This is an optimization exercise on Yosys and OpenROAD, whose aim is small area, a short achievable clock period and few clock cycles per item, not a production implementation. At most, simulation tests tie the RTL to the original design; equivalence was not proved. The RTL of run 6 was laid out without a check of its function. Power figures rest on the tool's default switching activity, not on a simulated workload.

==> flow/design.v <==
module pipe_prefix_adder #(
  parameter int WIDTH     = 68,
  parameter int REG_EVERY = 2,
  parameter int TAG_W     = 4,
  parameter int BLK       = 4
) (
  input  logic             clk,
  input  logic             rst,
  input  logic             in_valid,
  output logic             in_ready,
  input  logic [WIDTH-1:0] a,
  input  logic [WIDTH-1:0] b,
  input  logic             cin,
  input  logic             op,
  input  logic [TAG_W-1:0] tag,
  output logic             out_valid,
  input  logic             out_ready,
  output logic [WIDTH-1:0] sum,
  output logic             cout,
  output logic             ovf,
  output logic             zero,
  output logic [TAG_W-1:0] tag_o
);
  localparam int NB = (WIDTH + BLK - 1) / BLK;
  function automatic integer lg2(input integer v);
    integer r;
    r = 0;
    while ((1 << r) < v) r = r + 1;
    lg2 = r;
  endfunction
  logic [WIDTH-1:0] bx, p, g, s0_d;
  logic             c0;
  assign bx = op ? ~b : b;
  assign c0 = op | cin;
  assign p  = a ^ bx;
  assign g  = a & bx;
  logic [NB:0] eg, ep;
  assign eg[0] = c0;
  assign ep[0] = 1'b0;
  for (genvar j = 0; j < NB; j++) begin : g_blk
    localparam int LO = j * BLK;
    localparam int HI = (LO + BLK < WIDTH) ? LO + BLK - 1 : WIDTH - 1;
    localparam int N  = HI - LO + 1;
    logic [N:0] lc;    
    if (j == 0) begin : g_ci
      assign lc[0] = c0;
    end else begin : g_cz
      assign lc[0] = 1'b0;
    end
    for (genvar i = 0; i < N; i++) begin : g_bit
      assign lc[i+1] = g[LO+i] | (p[LO+i] & lc[i]);
    end
    assign s0_d[HI:LO] = p[HI:LO] ^ lc[N-1:0];
    if (j == 0) begin : g_g0
      logic [N:0] gc;
      assign gc[0] = 1'b0;
      for (genvar i = 0; i < N; i++) begin : g_gb
        assign gc[i+1] = g[LO+i] | (p[LO+i] & gc[i]);
      end
      assign eg[j+1] = gc[N];
    end else begin : g_gj
      assign eg[j+1] = lc[N];
    end
    assign ep[j+1] = &p[HI:LO];
  end
  localparam int LV = lg2(NB + 1);
  logic [NB:0] pg [LV+1];
  logic [NB:0] pp [LV+1];
  assign pg[0] = eg;
  assign pp[0] = ep;
  for (genvar l = 0; l < LV; l++) begin : g_pl
    for (genvar j = 0; j <= NB; j++) begin : g_pj
      if (j >= (1 << l)) begin : g_cmb
        assign pg[l+1][j] = pg[l][j] | (pp[l][j] & pg[l][j-(1<<l)]);
        assign pp[l+1][j] = pp[l][j] & pp[l][j-(1<<l)];
      end else begin : g_pass
        assign pg[l+1][j] = pg[l][j];
        assign pp[l+1][j] = pp[l][j];
      end
    end
  end
  logic [NB:0] bc_d;
  assign bc_d = pg[LV];
  localparam int TLO = (NB - 1) * BLK;
  localparam int TN  = WIDTH - TLO;
  logic [TN-2:0] tg;
  for (genvar i = 0; i < TN - 1; i++) begin : g_tg
    if (i == TN - 2) begin : g_last
      assign tg[i] = g[TLO+i];
    end else begin : g_mid
      assign tg[i] = g[TLO+i] & (&p[WIDTH-2:TLO+i+1]);
    end
  end
  logic c_top;
  assign c_top = (|tg) | ((&p[WIDTH-2:TLO]) & bc_d[NB-1]);
  logic v_d;
  assign v_d = c_top ^ bc_d[NB];
  logic             load;
  logic [WIDTH-1:0] s0_q;
  logic [NB-1:1]    bc_q;
  assign load     = ~out_valid | out_ready;
  assign in_ready = load;
  always_ff @(posedge clk or posedge rst) begin
    if (rst) out_valid <= 1'b0;
    else if (load) out_valid <= in_valid;
  end
  always_ff @(posedge clk) begin
    if (load) begin
      s0_q  <= s0_d;
      bc_q  <= bc_d[NB-1:1];
      cout  <= bc_d[NB];
      ovf   <= v_d;
      tag_o <= tag;
    end
  end
  for (genvar j = 0; j < NB; j++) begin : g_sum
    localparam int LO = j * BLK;
    localparam int HI = (LO + BLK < WIDTH) ? LO + BLK - 1 : WIDTH - 1;
    if (j == 0) begin : g_b0
      assign sum[HI:LO] = s0_q[HI:LO];
    end else begin : g_bj
      for (genvar i = LO; i <= HI; i++) begin : g_bit
        if (i == LO) begin : g_lo
          assign sum[i] = s0_q[i] ^ bc_q[j];
        end else begin : g_hi
          assign sum[i] = s0_q[i] ^ (bc_q[j] & (&s0_q[i-1:LO]));
        end
      end
    end
  end
  logic [NB-1:0] zb;
  for (genvar j = 0; j < NB; j++) begin : g_zero
    localparam int LO = j * BLK;
    localparam int HI = (LO + BLK < WIDTH) ? LO + BLK - 1 : WIDTH - 1;
    if (j == 0) begin : g_z0
      assign zb[j] = ~|s0_q[HI:LO];
    end else begin : g_zj
      assign zb[j] = bc_q[j] ? (&s0_q[HI:LO]) : ~|s0_q[HI:LO];
    end
  end
  assign zero = &zb;
endmodule
==> flow/flow/run.sh <==
#!/bin/bash
# The standard layout, with these changes to synthesis and placement:
#  - synthesis skips the full/half-adder extraction (ADDER_MAP_FILE empty)
#    and maps with the abc script in flow/abc.script; it is otherwise the
#    standard synthesis (same script, same registers and names);
#  - each port gets a buf_2 as its port buffer.
# Each step's output goes to its own log in this folder.
set -e
export BUFFER_PORTS_ARGS="-buffer_cell sky130_fd_sc_hd__buf_2"
rm -rf scripts_abc
cp -r "$FLOW_HOME/scripts" scripts_abc
cp flow/abc.script scripts_abc/abc_area.script
cp flow/abc.script scripts_abc/abc_speed.script
bash standard.sh synth ADDER_MAP_FILE= SCRIPTS_DIR="$PWD/scripts_abc" > synth.log 2>&1
bash standard.sh > standard.log 2>&1
==> flow/flow/abc.script <==
strash
dch
map -D 1500 -B 0.9
topo
stime -c
buffer -c
upsize -c -D 1500
dnsize -c -D 1500
==> flow/standard.sh <==
#!/bin/bash
# synth_recipe.tcl (not shown) runs the flow's synth.tcl, then flattens the netlist and writes it again
# the make line also repeats each setting of config.mk as NAME=value (left out here)
make -C /OpenROAD-flow-scripts/flow DESIGN_CONFIG=/design/flow/config.mk WORK_HOME=/design/flow/orfs CLKGATE_MAP_FILE= SYNTH_SCRIPT=/design/flow/synth_recipe.tcl "${@:-finish}"
==> flow/config.mk <==
export PLATFORM = sky130hd
export DESIGN_NAME = pipe_prefix_adder
export DESIGN_NICKNAME = pipe_prefix_adder
export VERILOG_FILES = /design/flow/design.v
export SDC_FILE = /design/flow/constraint.sdc
export NUM_CORES = 4
export LEC_CHECK = 0
export ABC_AREA = 1
export CAP_MARGIN = 20
export CORE_MARGIN = 2
export CORE_UTILIZATION = 40
export SETUP_SLACK_MARGIN = 1.5
export SLEW_MARGIN = 20
==> flow/constraint.sdc <==
create_clock -name core_clock -period 4.5 [get_ports {clk}]
set_input_delay 0.9000 -clock core_clock [delete_from_list [all_inputs] [get_ports {clk}]]
set_output_delay 0.9000 -clock core_clock [all_outputs]
set_load 0.01 [all_outputs]
==> results of run 1 <==
## worst paths after layout
| path | start | to | depth (start not counted) |
|---|---|---|---|
| worst max-delay path | op | ovf | 13 |
| max in group asynchronous | rst | out_valid | 2 |
| worst min-delay path | rst | out_valid | 2 |
| worst min register to register | out_valid | out_valid | 2 |
| min in group core_clock | tag[1] | tag_o[1] | 1 |
| worst max register to register | out_valid | s0_q[49] | 2 |
## synth_stat cells, types with 2 or more instances
cell type / count
and3_1: 2
edfxtp_1: 90
a31oi_1: 12
or2_2: 16
o41ai_1: 2
xnor2_1: 52
a21o_1: 3
o21ai_1: 12
inv_1: 193
a21oi_1: 20
nand2_1: 296
o21ai_0: 11
xor2_1: 117
nor3_2: 4
inv_2: 2
a221oi_1: 2
nand4_1: 10
nor2_1: 135
or2_1: 2
buf_6: 4
nor4_1: 3
nor2_2: 3
buf_4: 7
nand3_1: 21
xor2_2: 4
nor3_1: 16
## final cells by class
class / count / area [µm²]
clock buffers: 9 / 225
inverters: 195 / 736
fillers: 1859 / 9190
multi-input cells: 752 / 4220
clock inverters: 7 / 67.6
well taps: 234 / 293
flip-flops and latches: 91 / 2730
repair buffers: 232 / 1250
## metal layers
metal / GRT usage [%] / up-vias / routed length (µm)
li1: - / 3689 / -
met1: 24.3 / 2960 / 9030
met2: 32.3 / 158 / 9120
met3: 3.40 / 15 / 852
met4: 4.42 / 2 / 186
met5: 0 / - / 7
## critical path: stages
cell and delay [ns]:
buf_16 0.15, buf_12 0.20, xnor2_1 0.27, xor2_1 0.28, nand4_1 0.26, nor2_1 0.23
nand2_1 0.10, nor3_1 0.22, nand3_1 0.13, nand3_2 0.11, inv_1 0.04, nand2_1 0.06
nand2_1 0.04
## flip-flops by register name (all words and copies together), names as in the netlist
register	flops
bc_q	16
cout	1
out_valid	1
ovf	1
s0_q	68
tag_o	4
## repair_timing
action	in CTS	in global routing
endpoints found under the setup margin	14	10
pin swaps	3	12
endpoints found under the hold margin	0	0
buffers inserted	2	5
gates resized for setup	26	34
## cells by family (layout without fill, tap and decap cells)
kind of cell    after synthesis  in the layout  synth area share, %
compound gates               69             69                 5.32
xor+xnor                    173            173                 20.3
buf+inv                     208            443                 11.2
flops                        91             91                 35.8
simple gates                510            510                 27.4
## report_power, final
| group | switching (mW) | leakage [nW] | internal [mW] |
|---|---|---|---|
| Combinational | 0.740 | 3.94 | 0.484 |
| Clock | 0.326 | 0.149 | 0.429 |
| Sequential | 0.109 | 0.917 | 1.13 |
| Total | 1.17 | 5.01 | 2.05 |
==> impl_metrics.csv, run 1 <==
group,metric,value,unit
drt,drtIter0Drc,311,
cells_and_area,fin_area,9520,µm²
cells_and_area,fin_nets,1427,
place,io_buffers,222,
drt,drc,0,
clock_network,cts.htree.levels,3,
die,rows,50,
cells_and_area,post_route_cells_drive_above_1_share,24.5,%
drt,drt_wl_total,19200,µm
die,num_io_pins,223,
min_path,hold_path.class,"primary input to async pin",
power_and_ir_drop,ir_drop,0.158,mV
clock_network,clk_pin_slew,0.07,ns
sta,slew_headroom,50.3,%
global_routing,overflow,0,
synth,yosysWarnings,3,
place,place_area,8930,µm²
power_and_ir_drop,finalPower,3.22,mW
clock_network,hold_buffers,0,
clock_network,cts_buffer_depth,2,
critical_path,crit_fanout,29,
drt,drt-pass1-iter-count,9,
run_status,status,"complete, no violations",
cells_and_area,instances_no_fill,1520,
synth,ys_types,38,
sta,max_freq,0.341,GHz
synth,yosysTopAreaCellShare,35.5,%
cells_and_area,diodes,0,
synth,synth_seq_cells,91,
place,dp_slack,0.710,ns
drt,post_drt_via_cell_ratio,4.49,
cells_and_area,final_common_cell,"nand2_1",
critical_path,cp-start-kind,"primary input",
sta,setup_viol,0,
global_routing,grtUsageTotal,18.7,%
clock_network,tritoncts,"done",
critical_path,required,4.61,ns
sta,tightestPinTransition,0.745,ns
clock_network,clock_sinks,91,
cells_and_area,post-route-util,50.9,%
sta,holdWs,0.369,ns
die,fp.coreArea,18700,µm²
place,placedCellCount,1497,
synth,synth-edff-count,90,
drt,ant_nets,0,
sta,setup_slack,1.57,ns
cells_and_area,layout_common_cells,"nand2_1, buf_2, inv_1",
clock_network,clk_latency,0.35,ns
sta,fin_tns_setup,0,ns
cells_and_area,syn2layout_area_growth,25.0,%
critical_path,endpoint_kind,"register",
sta,final_max_slew_viol_count,0,
synth,synth_area_leader_cell,"edfxtp_1",
critical_path,arrival,3.04,ns
global_routing,grt_pass1_wl,28900,µm
place,hpwl,15700,µm
synth,syn-cell-area,7610,µm²
sta,hold_viol,0,
global_routing,antenna_found_initial,1,
die,dieArea,20200,µm²
sta,min_period,2.93,ns
critical_path,r2r_setup_slack,2.57,ns
die,start_util,40.7,%
synth,synthFlopType,"edfxtp_1",
place,place_congestion,0.823,
job,cap_violations,0,
die,die_h,142,µm
die,die_x,142,µm
synth,synthTopCellsByArea,"edfxtp_1, nand2_1, xor2_1",
synth,ys_seq_area_share,35.8,%
critical_path,critical_path_class,"primary input to register",
sta,post-route-period-util,65.1,%
power_and_ir_drop,power_density,339,nW/µm²
sta,clock_skew,0.00836,ns
sta,grt_setup_unrepaired,"true",
power_and_ir_drop,p_leak,5.01,nW
global_routing,grt_max_degree,57,
synth,synthCells,1051,
clock_network,cts_root_buffer,"clkbuf_16",
global_routing,grt_pass1_vias,6116,
synth,syn_nets,1197,
clock_network,numCtsBuffers,9,
synth,async_flop_share,1.10,%
synth,syn_area_per_cell,7.24,µm²
drt,vias,6824,
drt,avgRoutedWirePerCell,12.6,µm
Testbench counts, summed over its fixed seeds: cycles 24,008, items 24,000.
==> run 2: changes to the inputs <==
==> flow/flow/abc.script (replaced) <==
strash
&get -n
&fraig -x
&put
scorr
dc2
strash
&get -n
&dch -f
&nf -D 1500
&put
topo
buffer -c
upsize -c -D 1500
dnsize -c -D 1500
==> run 2 against run 1 <==
Effect of this change: still clean; critical path depth up 6; power up 4.0%; first-iteration DRC count down 44%; clock-buffer cell count up 3; utilization up 4.0 points; clock skew down 0.0023 ns; combinational power up 5%; sequential power up 8%; worst hold slack better by 0.0060 ns; die area down 13%; register-to-register slack better by 0.02 ns; clock power down 2.6%; critical path type unchanged.
==> impl_metrics.csv, run 2 <==
group,metric,value,unit
synth,ys_seq_area_share,41.1,%
cells_and_area,syn2layout_area_growth,35.8,%
die,num_io_pins,223,
synth,syn-cell-area,6630,µm²
power_and_ir_drop,p_leak,3.74,nW
critical_path,r2r_setup_slack,2.59,ns
synth,synth_compound_area_share,8.49,%
critical_path,endpoint_kind,"register",
clock_network,cts_root_buffer,"clkbuf_16",
synth,synthFlopType,"edfxtp_1",
synth,yosysTopAreaCellShare,40.8,%
cells_and_area,instances_no_fill,1146,
critical_path,critical_path_class,"primary input to register",
synth,synthCells,651,
sta,final_max_slew_viol_count,0,
sta,min_period,4.24,ns
clock_network,clk_pin_slew,0.07,ns
synth,ys_top_cells_by_count,"xor2_1, xnor2_1, edfxtp_1, nand2_1",
die,start_util,40.4,%
place,io_buffers,222,
synth,synthMuxAreaShare,0,%
power_and_ir_drop,power_density,372,nW/µm²
synth,syn_area_per_cell,10.2,µm²
drt,vias,5504,
clock_network,cts_buffer_depth,2,
critical_path,arrival,4.34,ns
synth,syn_nets,797,
cells_and_area,multi_input_area,4140,µm²
place,dp_slack,-0.191,ns
global_routing,antenna_found_initial,0,
sta,setup_slack,0.257,ns
critical_path,crit_start,"b[2]",
drt,avgRoutedWirePerCell,14.6,µm
min_path,hold_path.class,"primary input to async pin",
die,fp.coreArea,16400,µm²
synth,synth_adder_area_share,0.906,%
drt,ant_nets,0,
cells_and_area,layout_common_cells,"buf_2, xor2_1, xnor2_1",
die,rows,47,
critical_path,worstReg2RegStart,"out_valid",
place,hpwl,13800,µm
sta,post-route-period-util,94.3,%
clock_network,numCtsBuffers,9,
synth,synthTopCellsByArea,"edfxtp_1, xor2_1, xnor2_1",
drt,drtIter0Drc,175,
critical_path,required,4.60,ns
synth,async_flop_share,1.10,%
synth,synth.most_common_cell,"xor2_1",
synth,synth_top_family_by_area,"XOR/XNOR gates",
synth,synth_area_leader_cell,"edfxtp_1",
sta,tightestPinTransition,0.656,ns
sta,max_freq,0.236,GHz
sta,setup_viol,0,
sta,hold_viol,0,
die,dieArea,17600,µm²
drt,drc,0,
cells_and_area,diodes,0,
synth,synth_seq_cells,91,
run_status,status,"complete, no violations",
clock_network,tritoncts,"done",
power_and_ir_drop,ir_drop,0.200,mV
cells_and_area,fin_nets,1067,
place,place_congestion,0.807,
sta,clock_skew,0.00607,ns
critical_path,r2r.worst_path.cells,2,
clock_network,cts.htree.levels,3,
job,cap_violations,0,
synth,yosysWarnings,3,
place,placedCellCount,1120,
cells_and_area,fillers,1501,
clock_network,clock_sinks,91,
synth,synthSimpleGateAreaFrac,14.9,%
power_and_ir_drop,finalPower,3.35,mW
critical_path,r2r_end,"s0_q[41]",
cells_and_area,post_route_cells_drive_above_1_share,38.1,%
global_routing,grt_max_degree,50,
global_routing,grt_pass1_vias,5263,
clock_network,clk_latency,0.34,ns
drt,drt-pass1-iter-count,4,
sta,slew_headroom,55.8,%
die,die_h,133,µm
global_routing,grt_pass1_wl,25800,µm
cells_and_area,largest_reg_flops,68,
sta,grt_setup_unrepaired,"true",
synth,ys_types,49,
cells_and_area,top_regs,"s0_q (68), bc_q (16), tag_o (4)",
drt,post_drt_via_cell_ratio,4.80,
cells_and_area,top_register,"s0_q",
cells_and_area,final_common_cell,"buf_2",
synth,synth_xor_area_share,32.3,%
synth,synth-edff-count,90,
die,die_x,133,µm
global_routing,grtUsageTotal,18.8,%
global_routing,overflow,0,
critical_path,crit_fanout,3,
cells_and_area,regArea,2730,µm²
clock_network,hold_buffers,0,
drt,drt_wl_total,16700,µm
critical_path,cp-start-kind,"primary input",
-- run 2: changes by cell type after synthesis, sizes merged, moves of 14 or more --
cell   change
inv      -179
nand2    -232
and3      +14
xnor2     +54
nor4      +18
nor2     -104
nor3      -17
-- run 2: how the worst max path moves through the flow --
stage / endpoint / slack (ns) / cells after the start
2_1_floorplan: ovf / 0.37 / 18
3_3_place_gp: ovf / -0.06 / 19
3_5_place_dp: ovf / -0.19 / 19
4_1_cts: ovf / 0.26 / 19
5_1_grt: ovf / -0.01 / 19
6_report: ovf / 0.26 / 19
-- run 2: cell type report --
| cell class | count | share of cell area (%) |
|---|---|---|
| clock inverters | 4 | 0.459 |
| inverters | 16 | 0.695 |
| well taps | 220 | 3.06 |
| flip-flops and latches | 91 | 30.3 |
| clock buffers | 12 | 2.63 |
| repair buffers | 271 | 16.9 |
| multi-input cells | 532 | 46.0 |
-- run 2: per-layer routing --
metal / part of all wire [%] / vias up / track usage (%)
met3: 5.9 / 18 / 4.18
met5: 0 / - / 0
met2: 50 / 125 / 32.8
met4: 2.0 / 0 / 6.99
li1: - / 2824 / -
met1: 42 / 2537 / 22.7
-- run 2: cell families (layout without fill, tap and decap cells) --
group,count (synthesis),in the layout
adder cells (fa/ha/maj),6,6
AND/OR/NAND/NOR,202,202
buffers and inverters,28,303
AO/OA/AOI/OAI,85,85
XOR/XNOR,239,239
flip-flops,91,91
-- run 2: timing repair --
| action | CTS | global route |
|---|---|---|
| hold endpoints to repair | 0 | 0 |
| resized for setup | 25 | 13 |
| setup endpoints to repair | 12 | 13 |
| setup buffers | 5 | 5 |
| pin swaps | 6 | 6 |
-- run 2: per-stage QoR --
stage	utilization (%)	area, µm²	hold slack [ns]	setup TNS, ns
2_1_floorplan	-	6940	0.629	0
3_3_place_gp	51.4	8440	0.735	-0.0609
3_5_place_dp	51.4	8440	0.737	-0.191
4_1_cts	54.2	8890	0.358	0
5_1_grt	54.9	9000	0.366	-0.0114
6_report	54.9	9000	0.375	0
-- run 2: report_power, final --
| part | internal [mW] | switching, mW | total [mW] |
|---|---|---|---|
| sequential | 1.15 | 0.190 | 1.34 |
| clock | 0.426 | 0.309 | 0.735 |
| combinational | 0.619 | 0.658 | 1.28 |
-- run 2: worst max-delay path: stages --
cell	delay, ns
buf_6	0.07
xnor3_2	0.41
o21bai_4	0.20
o211ai_1	0.22
a21oi_2	0.10
o211ai_2	0.19
a31oi_2	0.12
o211a_1	0.26
o21a_1	0.20
o21a_1	0.19
o21a_1	0.20
o21a_1	0.20
o21ai_2	0.19
a41oi_2	0.17
o21ai_2	0.18
nand3_1	0.11
a31o_2	0.23
o21ai_2	0.12
xor2_1	0.08
==> run 3: changes to the inputs <==
==> flow/flow/abc.script (replaced) <==
strash
dc2
dch -f
map -a
topo
stime -c
buffer -c
upsize -c
dnsize -c
==> run 3 against run 2 <==
Effect of this change: the layout now fails its checks (negative setup slack); power decreased by 0.48%; sequential share of layout area down 2.7 points; via count grew 12%; routed wire length is 1.8% higher; worst setup slack got worse by 0.61 ns; area after synthesis increased by 4.1%; worst hold slack improved by 0.0087 ns; utilization up 3.0 points; final cell count rose by 23%.
==> impl_metrics.csv, run 3 <==
group,metric,value,unit
die,num_io_pins,223,
critical_path,required,4.58,ns
critical_path,critPathMostFrequentCell,"nand3_2",
sta,setup_slack,-0.351,ns
critical_path,critical_path_class,"primary input to register",
critical_path,cp-start-kind,"primary input",
critical_path,endpoint_kind,"register",
power_and_ir_drop,p_leak,4.80,nW
synth,ys_types,38,
global_routing,grt_pass1_vias,5746,
cells_and_area,fin_nets,1319,
critical_path,arrival,4.93,ns
synth,synth-edff-count,90,
cells_and_area,top_regs,"s0_q (68), bc_q (16), tag_o (4)",
cells_and_area,post-route-util,57.9,%
sta,setup_viol,4,
run_status,status,"failed layout checks",
clock_network,clk_pin_slew,0.06,ns
drt,avgRoutedWirePerCell,12.1,µm
cells_and_area,instances_no_fill,1406,
clock_network,cts_buffer_depth,2,
sta,min_period,4.85,ns
cells_and_area,top_register,"s0_q",
power_and_ir_drop,power_density,338,nW/µm²
clock_network,tritoncts,"done",
place,place_congestion,0.856,
synth,async_flop_share,1.10,%
die,start_util,40.5,%
place,io_buffers,222,
critical_path,crit_fanout,7,
sta,slew_headroom,43.6,%
place,hpwl,13700,µm
critical_path,cpMaxStageDelayCell,"o311ai_4",
synth,syn_nets,989,
clock_network,clock_sinks,91,
synth,syn_area_per_cell,8.19,µm²
cells_and_area,fillers,1611,
sta,post-route-period-util,108,%
drt,drt_wl_total,17000,µm
cells_and_area,layout_common_cells,"buf_2, nor2_1, xor2_1",
sta,max_freq,0.206,GHz
global_routing,grt_pass1_wl,26400,µm
synth,ys_top_cells_by_count,"nor2_1, xor2_1, inv_1, nand2_1, edfxtp_1",
cells_and_area,largest_reg_flops,68,
global_routing,grtUsageTotal,18.4,%
synth,yosysWarnings,3,
synth,synthFlopType,"edfxtp_1",
clock_network,numCtsBuffers,9,
sta,grt_setup_unrepaired,"true",
place,placedCellCount,1347,
die,fp.coreArea,17100,µm²
drt,drc,0,
synth,synthCells,843,
clock_network,clk_latency,0.34,ns
sta,tightestPinTransition,0.846,ns
drt,drt-pass1-iter-count,4,
global_routing,overflow,0,
drt,post_drt_via_cell_ratio,4.38,
run_status,so_faults,"negative setup slack",
synth,synth_seq_cells,91,
drt,vias,6164,
synth,synth.most_common_cell,"nor2_1",
min_path,hold_path.class,"primary input to async pin",
cells_and_area,syn2layout_area_growth,43.0,%
synth,ys_seq_area_share,39.5,%
cells_and_area,multi_input_area,4130,µm²
sta,clock_skew,0.00639,ns
die,die_x,135,µm
clock_network,cts_root_buffer,"clkbuf_16",
cells_and_area,regArea,2730,µm²
die,die_h,135,µm
synth,syn-cell-area,6900,µm²
drt,drtIter0Drc,189,
place,dp_slack,-0.859,ns
drt,ant_nets,0,
sta,hold_viol,0,
cells_and_area,post_route_cells_drive_above_1_share,40.1,%
critical_path,slowest_delay,0.30,ns
die,rows,48,
job,cap_violations,0,
clock_network,cts.htree.levels,3,
die,dieArea,18300,µm²
sta,holdWs,0.384,ns
sta,final_max_slew_viol_count,0,
synth,synthTopCellsByArea,"edfxtp_1, xor2_1, nor2_1",
global_routing,grt_max_degree,66,
synth,yosysTopAreaCellShare,39.2,%
global_routing,antenna_found_initial,3,
cells_and_area,final_common_cell,"buf_2",
power_and_ir_drop,ir_drop,0.233,mV
synth,synth_area_leader_cell,"edfxtp_1",
-- run 3: area by class of cell --
class                           instances  share of cell area, %
Clock buffer                           10                   2.32
Tap cell                              225                   2.85
Inverter                              115                   4.37
Timing Repair Buffer                  331                   20.3
Sequential cell                        91                   27.6
Clock inverter                          6                  0.570
Multi-Input combinational cell        625                   41.9
Antenna cell                            3                 0.0761
-- run 3: cells by family after synthesis --
| family | synth area share [%] |
|---|---|
| AND/OR/NAND/NOR | 26.0 |
| AO/OA/AOI/OAI | 6.80 |
| XOR/XNOR | 19.8 |
| buffers and inverters | 7.54 |
| flip-flops | 39.5 |
| adder cells (fa/ha/maj) | 0.435 |
-- run 3: power by group --
part	internal, mW	total, mW	switching [mW]	leakage, nW
sequential	1.13	1.22	0.0939	0.913
clock	0.426	0.737	0.311	0.140
combinational	0.622	1.38	0.755	3.75
total	2.18	3.34	1.16	4.80
-- run 3: layer usage --
| layer | part of all wire [%] | global-route usage [%] |
|---|---|---|
| met1 | 44 | 23.5 |
| met2 | 49 | 32.2 |
| met3 | 4.8 | 2.92 |
| met4 | 1.6 | 5.38 |
| met5 | 0 | 0 |
-- run 3: worst max-delay path: cells and delay by family --
family | cells | cell delay (ns)
xor+xnor | 2 | 0.27
compound gates | 9 | 1.83
buf+inv | 3 | 0.30
simple gates | 17 | 1.65
-- run 3: worst paths after layout --
check / from / endpoint / slack (ns) / cells past startpoint
worst max-delay path: op / ovf / -0.35 / 31
worst min-delay path: rst / out_valid / 0.38 / 2
worst max register to register: out_valid / bc_q[2] / 2.60 / 2
worst min register to register: out_valid / s0_q[29] / 0.87 / 1
max in group asynchronous: rst / out_valid / 4.03 / 2
min in group core_clock: tag[2] / tag_o[2] / 0.73 / 1
-- run 3: through the flow --
stage          cell area [µm²]  setup TNS, ns  power [mW]
6_report                  9870          -1.04        3.34
5_1_grt                   9860          -2.64        3.55
4_1_cts                   9570         -0.748        3.29
3_5_place_dp              8790          -2.25        2.43
3_3_place_gp              8790          -1.56        2.42
2_1_floorplan             7030         -0.328        1.95
-- run 3: what timing repair did --
action,4_1_cts,5_1_grt
endpoints found under the setup margin,13,13
buffers inserted,24,16
pin swaps,17,20
gates cloned,0,0
hold buffers,0,0
gates resized for setup,78,44
==> run 4: changes to the inputs <==
--- a/flow/flow/run.sh
+++ b/flow/flow/run.sh
@@ -3,10 +3,10 @@
 #  - synthesis skips the full/half-adder extraction (ADDER_MAP_FILE empty)
 #    and maps with the abc script in flow/abc.script; it is otherwise the
 #    standard synthesis (same script, same registers and names);
-#  - each port gets a buf_2 as its port buffer.
+#  - each port gets a buf_1 as its port buffer.
 # Each step's output goes to its own log in this folder.
 set -e
-export BUFFER_PORTS_ARGS="-buffer_cell sky130_fd_sc_hd__buf_2"
+export BUFFER_PORTS_ARGS="-buffer_cell sky130_fd_sc_hd__buf_1"
 rm -rf scripts_abc
 cp -r "$FLOW_HOME/scripts" scripts_abc
 cp flow/abc.script scripts_abc/abc_area.script
==> flow/flow/abc.script (replaced) <==
strash
dch
amap
topo
stime -c
buffer -c
upsize -c
dnsize -c
stime -c
==> run 4 against run 3 <==
Effect of this change: fmax rose by 46%; critical path depth is 17 lower; combinational power shrank about 30%; the run now finishes clean.
==> impl_metrics.csv, run 4 <==
group,metric,value,unit
run_status,status,"complete, no violations",
synth,ys_top_cells_by_count,"nor2_1, a21oi_1, inv_1, edfxtp_1, nand2_1",
die,die_x,135,µm
sta,setup_viol,0,
die,rows,47,
place,placedCellCount,1366,
synth,syn_nets,1084,
power_and_ir_drop,power_density,322,nW/µm²
synth,yosysTopAreaCellShare,39.5,%
place,io_buffers,222,
synth,synthCells,938,
drt,dr_wl_met2,9160,µm
global_routing,grt_pass1_vias,6418,
global_routing,overflow,0,
drt,drt_wl_total,20300,µm
sta,slew_headroom,45.9,%
power_and_ir_drop,finalPower,2.84,mW
power_and_ir_drop,p_leak,3.45,nW
critical_path,slowest_delay,0.39,ns
synth,syn_area_per_cell,7.30,µm²
sta,tightestPinTransition,0.811,ns
cells_and_area,fillers,1647,
synth,yosysWarnings,3,
sta,grt_setup_unrepaired,"true",
drt,top_layer_used,"met4",
synth,syn-cell-area,6850,µm²
clock_network,tritoncts,"done",
cells_and_area,layout_common_cells,"buf_1, nor2_1, a21oi_1",
synth,synthTopCellsByArea,"edfxtp_1, a21oi_1, nor2_1",
min_path,hold_path.class,"primary input to async pin",
sta,min_period,3.33,ns
global_routing,grt_max_degree,62,
synth,synth.most_common_cell,"nor2_1",
place,place_congestion,0.832,
drt,drtIter0Drc,368,
clock_network,cts_root_buffer,"clkbuf_16",
cells_and_area,largest_reg_flops,68,
place,place_area,7920,µm²
cells_and_area,diodes,0,
synth,async_flop_share,1.10,%
drt,post_drt_via_cell_ratio,4.96,
global_routing,grtUsageTotal,22.1,%
drt,drt-pass1-iter-count,5,
die,num_io_pins,223,
global_routing,grt_pass1_wl,31000,µm
power_and_ir_drop,ir_drop,0.207,mV
clock_network,numCtsBuffers,9,
critical_path,cpMaxStageDelayCell,"or2_2",
drt,met3_length,1320,µm
job,cap_violations,0,
synth,ys_types,42,
synth,synth_area_leader_cell,"edfxtp_1",
clock_network,clk_pin_slew,0.07,ns
die,dieArea,18200,µm²
cells_and_area,top_regs,"s0_q (68), bc_q (16), tag_o (4)",
cells_and_area,regArea,2730,µm²
synth,synth_seq_cells,91,
drt,ant_nets,0,
sta,holdWs,0.345,ns
die,die_h,135,µm
drt,avgRoutedWirePerCell,14.4,µm
cells_and_area,instances_no_fill,1412,
critical_path,crit_chain,"buf_16 > buf_4 > inv_6 > nor2_1 > a21oi_1 > nor2_1 > a21oi_1 > nand4_1 > or2_2 > o221a_2 > nor2_1 > nor4_2 > o21ai_2 > a21oi_1",
cells_and_area,fin_nets,1333,
sta,hold_viol,0,
critical_path,cp-start-kind,"primary input",
clock_network,cts.htree.levels,3,
drt,drc,0,
cells_and_area,final_common_cell,"buf_1",
global_routing,antenna_found_initial,0,
clock_network,clk_latency,0.34,ns
sta,final_max_slew_viol_count,0,
sta,fin_tns_setup,0,ns
clock_network,clock_sinks,91,
die,fp.coreArea,16600,µm²
cells_and_area,fin_area,8810,µm²
sta,max_freq,0.300,GHz
synth,synth-edff-count,90,
cells_and_area,top_register,"s0_q",
critical_path,critical_path_class,"primary input to register",
place,hpwl,14900,µm
clock_network,cts_buffer_depth,2,
cells_and_area,post_route_cells_drive_above_1_share,14.0,%
critical_path,arrival,3.42,ns
drt,vias,7004,
sta,clock_skew,0.00583,ns
critical_path,crit_fanout,27,
sta,post-route-period-util,74.0,%
critical_path,required,4.60,ns
synth,synthFlopType,"edfxtp_1",
critical_path,endpoint_kind,"register",
die,start_util,41.2,%
drt,met1_length,9350,µm
synth,ys_seq_area_share,39.8,%
cells_and_area,multi_input_area,3840,µm²
cells_and_area,syn2layout_area_growth,28.6,%
==> run 4: cell types whose count changed after synthesis, moves of 12 or more <==
cell,previous run,this run
nand3_1,17,4
nor3_1,16,3
nor2_1,198,227
inv_1,115,130
or2_2,22,6
a21o_1,0,12
a21oi_1,20,203
xnor2_1,12,0
o21ai_1,1,19
and2_1,37,15
o21ai_0,15,43
nand2_1,97,66
xor2_1,140,0
a21oi_2,1,17
==> run 4: layout make-up <==
cell class	instances	share of cell area, %
clock buffers	10	2.60
clock inverters	6	0.639
inverters	133	5.89
multi-input cells	696	43.6
flip-flops and latches	91	31.0
well taps	220	3.12
repair buffers	251	12.3
repair inverters	5	0.966
==> run 4: cell families after synthesis <==
family,Yosys count,share of synthesized area (%)
AO/OA/AOI/OAI,338,27.9
AND/OR/NAND/NOR,358,22.2
buffers and inverters,151,10.1
flip-flops,91,39.8
==> run 4: through the flow <==
step	util, %	worst slack (ns)
floorplan	-	1.18
global placement	47.6	0.417
detailed placement	47.6	0.273
CTS	52.1	1.17
global route	52.9	0.991
finish	52.9	1.17
==> run 4: path summary, 6_finish.rpt <==
check                       endpoint  depth (start not counted)  slack (ns)  startpoint
setup / recovery                 ovf                         14        1.17          op
hold / removal             out_valid                          2        0.35         rst
setup reg to reg             bc_q[7]                          3        2.76   out_valid
hold reg to reg            out_valid                          2        0.77   out_valid
max in group asynchronous  out_valid                          2        4.07         rst
min in group core_clock     tag_o[2]                          1        0.72      tag[2]
==> run 4: critical path: cells and delay by family <==
family	cells	cell delay, ns
simple gates	6	0.98
buf+inv	3	0.54
compound gates	5	0.99
==> run 4: routing by layer <==
metal	GRT usage, %	up-vias
met1	29.8	3027
met5	0	-
met4	7.84	0
met2	35.7	195
li1	-	3754
met3	4.24	28
==> run 4: where the power goes <==
part | internal, mW | switching [mW]
registers | 1.07 | 0.0571
clock network | 0.426 | 0.322
logic | 0.339 | 0.620
==> run 4: timing repair <==
action                                  in CTS  in global routing
pin swaps                                   17                  8
hold buffers                                 0                  0
gates cloned                                 5                  0
setup buffers                               20                  5
gates resized for setup                     66                 26
endpoints found under the setup margin      14                 12
==> run 5: changes to the inputs <==
==> flow/flow/abc.script (replaced) <==
strash
&get -n
&dch -f
&nf -R 1000
&put
topo
stime -c
buffer -c
upsize -c
dnsize -c
stime -c
==> run 5 against run 4 <==
Effect of this change: critical endpoint unchanged; routed wire length decreased by 11%; clock-buffer cell count decreased by 1; sequential power increased by 19%; still clean; critical path depth increased by 2.
==> impl_metrics.csv, run 5 <==
group,metric,value,unit
run_status,status,"complete, no violations",
cells_and_area,syn2layout_area_growth,33.8,%
drt,drc,0,
synth,yosysTopAreaCellShare,39.8,%
synth,synth_area_leader_cell,"edfxtp_1",
synth,synthCells,651,
synth,syn_area_per_cell,10.4,µm²
synth,syn_nets,797,
job,cap_violations,0,
drt,drt_wl_total,18000,µm
clock_network,clk_pin_slew,0.07,ns
synth,synth-edff-count,90,
die,die_h,134,µm
global_routing,overflow,0,
power_and_ir_drop,ir_drop,0.187,mV
place,io_buffers,222,
drt,post_drt_via_cell_ratio,4.82,
critical_path,critical_path_class,"primary input to register",
global_routing,grtUsageTotal,20.3,%
critical_path,endpoint_kind,"register",
critical_path,arrival,3.57,ns
global_routing,grt_pass1_vias,5627,
critical_path,cp-start-kind,"primary input",
synth,synthFlopType,"edfxtp_1",
critical_path,required,4.60,ns
min_path,hold_path.class,"primary input to async pin",
clock_network,clock_sinks,91,
sta,slew_headroom,51.0,%
die,fp.coreArea,16600,µm²
global_routing,antenna_found_initial,0,
cells_and_area,top_regs,"s0_q (68), bc_q (16), tag_o (4)",
cells_and_area,diodes,0,
cells_and_area,post_route_cells_drive_above_1_share,18.2,%
power_and_ir_drop,power_density,388,nW/µm²
synth,ys_top_cells_by_count,"xnor2_1, xor2_1, edfxtp_1, nand2_1, nor4_1",
cells_and_area,fin_nets,1061,
sta,hold_viol,0,
global_routing,grt_max_degree,44,
die,dieArea,18000,µm²
sta,clock_skew,0.00561,ns
place,placedCellCount,1092,
place,place_congestion,0.891,
sta,fin_tns_setup,0,ns
cells_and_area,top_register,"s0_q",
power_and_ir_drop,p_leak,3.11,nW
drt,avgRoutedWirePerCell,15.8,µm
die,die_x,134,µm
synth,syn-cell-area,6790,µm²
cells_and_area,layout_common_cells,"buf_1, xnor2_1, xor2_1",
sta,tightestPinTransition,0.728,ns
sta,max_freq,0.288,GHz
critical_path,r2r_setup_slack,2.76,ns
synth,ys_seq_area_share,40.2,%
synth,synth.most_common_cell,"xnor2_1",
synth,synth_seq_cells,91,
drt,ant_nets,0,
clock_network,cts_root_buffer,"clkbuf_16",
sta,grt_setup_unrepaired,"true",
clock_network,cts_buffer_depth,2,
critical_path,crit_fanout,8,
sta,post-route-period-util,77.2,%
cells_and_area,largest_reg_flops,68,
sta,min_period,3.48,ns
die,rows,47,
sta,setup_viol,0,
place,hpwl,14100,µm
die,start_util,40.9,%
clock_network,cts.htree.levels,3,
synth,yosysWarnings,3,
drt,drt-pass1-iter-count,4,
synth,synthTopCellsByArea,"edfxtp_1, xnor2_1, xor2_1",
global_routing,grt_pass1_wl,28200,µm
synth,ys_types,46,
clock_network,clk_latency,0.35,ns
clock_network,hold_buffers,0,
drt,drtIter0Drc,222,
sta,final_max_slew_viol_count,0,
drt,vias,5498,
clock_network,tritoncts,"done",
cells_and_area,fillers,1577,
cells_and_area,instances_no_fill,1140,
die,num_io_pins,223,
cells_and_area,final_common_cell,"buf_1",
clock_network,numCtsBuffers,9,
synth,async_flop_share,1.10,%
run 5: final timing paths:
check                          start        end  cells after the start
setup / recovery                  op        ovf                     16
hold / removal                   rst  out_valid                      2
setup reg to reg           out_valid    s0_q[7]                      2
hold reg to reg            out_valid  out_valid                      2
max in group asynchronous        rst  out_valid                      2
min in group core_clock       tag[1]   tag_o[1]                      1
run 5: area by class of cell:
class,count,area [µm²],share of cell area [%]
timing repair buffer,265,1250,13.7
inverter,23,86.3,0.951
tap,220,275,3.03
clock buffer,9,225,2.48
clock inverter,7,116,1.28
multi-input combinational,525,4400,48.5
sequential,91,2730,30.0
run 5: stage by stage:
stage	hold slack (ns)	worst slack (ns)	util (%)	total power [mW]	area [µm²]
final	0.348	1.02	54.8	3.52	9080
after detailed placement	0.712	0.203	48.3	2.52	8010
after CTS	0.338	1.08	54.1	3.52	8970
after global placement	0.709	0.291	48.3	2.51	8010
after global routing	0.364	0.761	54.8	3.71	9080
after floorplan	0.629	0.904	-	2.11	6970
run 5: power by group:
part           switching [mW]  internal [mW]
sequential              0.194           1.16
clock                   0.325          0.542
combinational           0.734          0.571
total                    1.25           2.27
run 5: worst max-delay path, stage by stage:
cell and delay [ns]:
clkbuf_16 0.17, xor2_4 0.20, xnor2_2 0.21, nor2_1 0.08
a21oi_2 0.16, o21ai_2 0.10, maj3_2 0.36, a21oi_1 0.13
o21ai_1 0.10, and3_1 0.15, a211oi_1 0.21, inv_1 0.14
a31oi_4 0.21, o21ai_1 0.12, a31oi_2 0.24, xnor2_1 0.09
run 5: kinds of logic (layout without fill, tap and decap cells):
kind of cell | after synthesis | after routing | synth area share, %
and+or+nand+nor | 171 | 171 | 12.1
DFF | 91 | 91 | 40.2
adders and majority gates | 19 | 19 | 2.82
AOI/OAI and AO/OA | 83 | 83 | 7.58
buffers and inverters | 35 | 304 | 3.34
xor gates and xnor gates | 252 | 252 | 34.0
run 5: routing by layer:
metal  vias to the layer above  wire [µm]  GRT usage (%)
li1                       2804          -              -
met1                      2531       7430           25.6
met2                       142       9300           36.1
met3                        21        921           2.34
met4                         0        346           6.55
met5                         -          0              0
run 5: timing repair:
item | 4_1_cts | 5_1_grt
gates cloned | 2 | 0
setup buffers | 21 | 9
setup endpoints to repair | 13 | 13
resized for setup | 65 | 5
pin swaps | 22 | 7
==> run 6: changes to the inputs <==
--- a/flow/design.v
+++ b/flow/design.v
@@ -37,6 +37,10 @@
   logic [NB:0] eg, ep;
   assign eg[0] = c0;
   assign ep[0] = 1'b0;
+  logic [WIDTH-1:0] t, ga, gs;
+  assign t  = a ^ b;
+  assign ga = a & b;
+  assign gs = a & ~b;
   for (genvar j = 0; j < NB; j++) begin : g_blk
     localparam int LO = j * BLK;
     localparam int HI = (LO + BLK < WIDTH) ? LO + BLK - 1 : WIDTH - 1;
@@ -51,17 +55,15 @@
       assign lc[i+1] = g[LO+i] | (p[LO+i] & lc[i]);
     end
     assign s0_d[HI:LO] = p[HI:LO] ^ lc[N-1:0];
-    if (j == 0) begin : g_g0
-      logic [N:0] gc;
-      assign gc[0] = 1'b0;
-      for (genvar i = 0; i < N; i++) begin : g_gb
-        assign gc[i+1] = g[LO+i] | (p[LO+i] & gc[i]);
-      end
-      assign eg[j+1] = gc[N];
-    end else begin : g_gj
-      assign eg[j+1] = lc[N];
+    logic [N:0] ca, cs;
+    assign ca[0] = 1'b0;
+    assign cs[0] = 1'b0;
+    for (genvar i = 0; i < N; i++) begin : g_gb
+      assign ca[i+1] = ga[LO+i] | (t[LO+i] & ca[i]);
+      assign cs[i+1] = gs[LO+i] | (~t[LO+i] & cs[i]);
     end
-    assign ep[j+1] = &p[HI:LO];
+    assign eg[j+1] = op ? cs[N] : ca[N];
+    assign ep[j+1] = op ? ~|t[HI:LO] : &t[HI:LO];
   end
   localparam int LV = lg2(NB + 1);
   logic [NB:0] pg [LV+1];
==> flow/flow/run.sh (replaced) <==
#!/bin/bash
# The standard layout, with two changes:
#  - synthesis skips the full/half-adder extraction (ADDER_MAP_FILE empty),
#    leaving all arithmetic to abc; it is otherwise the standard synthesis;
#  - each port gets a buf_2 as its port buffer.
set -e
export BUFFER_PORTS_ARGS="-buffer_cell sky130_fd_sc_hd__buf_2"
ADDER_MAP_FILE= bash standard.sh synth > synth.log 2>&1
bash standard.sh > standard.log 2>&1
removed: flow/flow/abc.script
==> run 6 against run 5 <==
Effect of this change: final area grew 27%; first-iteration DRC count up 90%; still clean on timing, DRC and antenna; critical path type is now register to output port; via count grew 73%; die area rose by 40%.
==> impl_metrics.csv, run 6 <==
group,metric,value,unit
synth,synthSimpleGateAreaFrac,35.3,%
drt,vias,9491,
power_and_ir_drop,ir_drop,0.151,mV
place,place_congestion,0.850,
die,num_io_pins,223,
cells_and_area,syn2layout_area_growth,20.2,%
sta,fin_tns_setup,0,ns
synth,syn_area_per_cell,6.43,µm²
cells_and_area,top_regs,"s0_q (68), bc_q (16), tag_o (4)",
global_routing,grt_max_degree,92,
place,dp_slack,1.21,ns
sta,clock_skew,0.00810,ns
clock_network,cts_buffer_depth,2,
cells_and_area,post_route_cells_drive_above_1_share,19.1,%
sta,min_period,3.03,ns
synth,ys_types,40,
synth,yosysTopAreaCellShare,28.1,%
power_and_ir_drop,power_density,290,nW/µm²
synth,synthTopCellsByArea,"edfxtp_1, nand2_1, xor2_1",
drt,drt_wl_total,26300,µm
sta,tightestPinTransition,0.640,ns
cells_and_area,fin_nets,1867,
critical_path,cp-start-kind,"register",
die,start_util,40.9,%
die,die_x,159,µm
sta,slew_headroom,57.0,%
place,hpwl,21500,µm
synth,synth_xor_area_share,15.8,%
run_status,status,"complete, no violations",
synth,synth.most_common_cell,"nand2_1",
global_routing,grt_pass1_vias,8539,
critical_path,required,3.60,ns
job,cap_violations,0,
critical_path,arrival,2.13,ns
place,io_buffers,222,
synth,synth_adder_area_share,1.46,%
critical_path,critical_path_class,"register to output port",
sta,setup_slack,1.47,ns
cells_and_area,largest_reg_flops,68,
sta,setup_viol,0,
min_path,hold_path.class,"primary input to async pin",
synth,async_flop_share,1.10,%
drt,ant_nets,0,
critical_path,crit_fanout,2,
synth,synth_seq_cells,91,
clock_network,hold_buffers,0,
synth,ys_seq_area_share,28.3,%
cells_and_area,final_common_cell,"nand2_1",
synth,synthFlopType,"edfxtp_1",
drt,drtIter0Drc,421,
clock_network,clk_pin_slew,0.07,ns
global_routing,antenna_found_initial,5,
die,dieArea,25300,µm²
clock_network,clk_latency,0.35,ns
die,die_h,159,µm
global_routing,grt_pass1_wl,41800,µm
sta,hold_viol,0,
clock_network,numCtsBuffers,9,
cells_and_area,top_register,"s0_q",
clock_network,tritoncts,"done",
sta,holdWs,0.364,ns
synth,synthCells,1497,
drt,drt-pass1-iter-count,5,
drt,post_drt_via_cell_ratio,4.63,
die,rows,56,
drt,drc,0,
sta,post-route-period-util,67.3,%
critical_path,endpoint_kind,"output port",
synth,yosysWarnings,3,
drt,avgRoutedWirePerCell,12.9,µm
synth,syn_nets,1643,
sta,final_max_slew_viol_count,0,
clock_network,cts_root_buffer,"clkbuf_16",
power_and_ir_drop,p_leak,6.29,nW
clock_network,clock_sinks,91,
die,fp.coreArea,23500,µm²
power_and_ir_drop,finalPower,3.36,mW
synth,synthMuxAreaShare,0,%
sta,max_freq,0.330,GHz
global_routing,overflow,0,
global_routing,grtUsageTotal,20.3,%
synth,synth_area_leader_cell,"edfxtp_1",
synth,synth_compound_area_share,7.45,%
synth,synth-edff-count,90,
cells_and_area,layout_common_cells,"nand2_1, inv_1, buf_2",
sta,grt_setup_unrepaired,"true",
synth,ys_top_cells_by_count,"nand2_1, inv_1, nor2_1, xor2_1, edfxtp_1",
synth,syn-cell-area,9620,µm²
critical_path,r2r.worst_path.cells,2,
cells_and_area,post-route-util,49.1,%
clock_network,cts.htree.levels,3,
synth,synth_top_family_by_area,"simple AND/OR/NAND/NOR gates",
## run 6: metal layers
layer	wire [µm]	vias up	global-route usage [%]	part of all wire (%)
met5	25	-	0	0.095
met2	11900	225	33.4	45
met3	1380	30	3.86	5.2
met4	507	4	5.58	1.9
met1	12500	4135	27.4	47
li1	-	5097	-	-
## run 6: worst paths after layout
path,startpoint,endpoint,slack [ns]
worst max-delay path,s0_q[13],zero,1.47
worst min-delay path,rst,out_valid,0.36
worst max register to register,out_valid,s0_q[27],3.12
worst min register to register,out_valid,out_valid,0.87
max in group asynchronous,rst,out_valid,4.05
min in group core_clock,tag[2],tag_o[2],0.72
## run 6: timing repair
item | in CTS | in global routing
gates resized for setup | 19 | 25
gates cloned | 0 | 0
setup endpoints to repair | 1 | 2
buffers inserted | 3 | 3
pin swaps | 7 | 11
## run 6: critical path, cell delays in order, from the launching register on
cell       delay (ns)
edfxtp_1         0.36
inv_1            0.08
nor2_2           0.14
inv_2            0.07
o21ai_4          0.17
o2111ai_4        0.13
nor4_4           0.25
nand3_2          0.15
nor4_4           0.26
buf_2            0.18
## run 6: logic make-up (layout without fill, tap and decap cells)
kind of cell             after synthesis  count (layout)
XOR/XNOR                             174             174
adder cells (fa/ha/maj)               14              14
flip-flops                            91              91
other                                  0               3
buffers and inverters                275             504
AO/OA/AOI/OAI                        120             120
AND/OR/NAND/NOR                      823             823
## run 6: where the power goes
part | total [mW] | internal, mW | leakage (nW) | switching [mW]
clock network | 0.779 | 0.435 | 0.136 | 0.345
registers | 1.23 | 1.13 | 0.917 | 0.101
logic | 1.35 | 0.515 | 5.23 | 0.835
## run 6: cell type report
cell class	instances	area, µm²
clock buffers	11	233
well taps	319	399
multi-input cells	1131	5950
repair buffers	232	1210
fillers	2517	12000
inverters	256	977
flip-flops and latches	91	2730
diodes	3	7.51
clock inverters	5	62.6
## run 6: through the flow
| stage | cell area (µm²) | std cells |
|---|---|---|
| after global routing | 11600 | 2047 |
| after detailed placement | 11000 | 2023 |
| after CTS | 11400 | 2042 |
| after global placement | 11000 | 2023 |
| final | 11600 | 2048 |
| after floorplan | 9620 | 1497 |

## afterwards: timing with drivers on the ports
No port has a modelled driver above. Below, the same layouts with a new extraction and two added sets of constraints. Step 1 (the two cells are an assumption about what drives the block):
set clk [get_ports {clk}]
set_driving_cell -lib_cell sky130_fd_sc_hd__clkbuf_16 $clk
set_driving_cell -lib_cell sky130_fd_sc_hd__buf_2 [delete_from_list [all_inputs] $clk]
Step 2, shift: input delay + t, output delay - t, t = (earliest + latest rising clock arrival at the registers) / 2. This alone moves slack from input paths to output paths. Three values: no drivers, after step 1, after step 2; two values: the first two.
run	shift t [ns]	setup WS [ns]	hold WS [ns]
run 1	0.388	1.571 / 1.532 / 1.144	0.369 / 0.341 / 0.729
run 2	0.385	0.257 / 0.246 / -0.139	0.375 / 0.355 / 0.740
run 3	0.379	-0.351 / -0.359 / -0.738	0.384 / 0.360 / 0.739
run 4	0.387	1.171 / 1.153 / 0.766	0.345 / 0.322 / 0.709
run 5	0.383	1.024 / 1.000 / 0.617	0.348 / 0.329 / 0.712
run 6	0.393	1.473 / 1.428 / 1.356	0.364 / 0.339 / 0.732
With both steps, setup timing fails in run 2, where it was met with ideal ports. For run 1, which loses most, drivers alone change the setup slack by -0.039 ns; drivers and shift together by -0.427 ns.
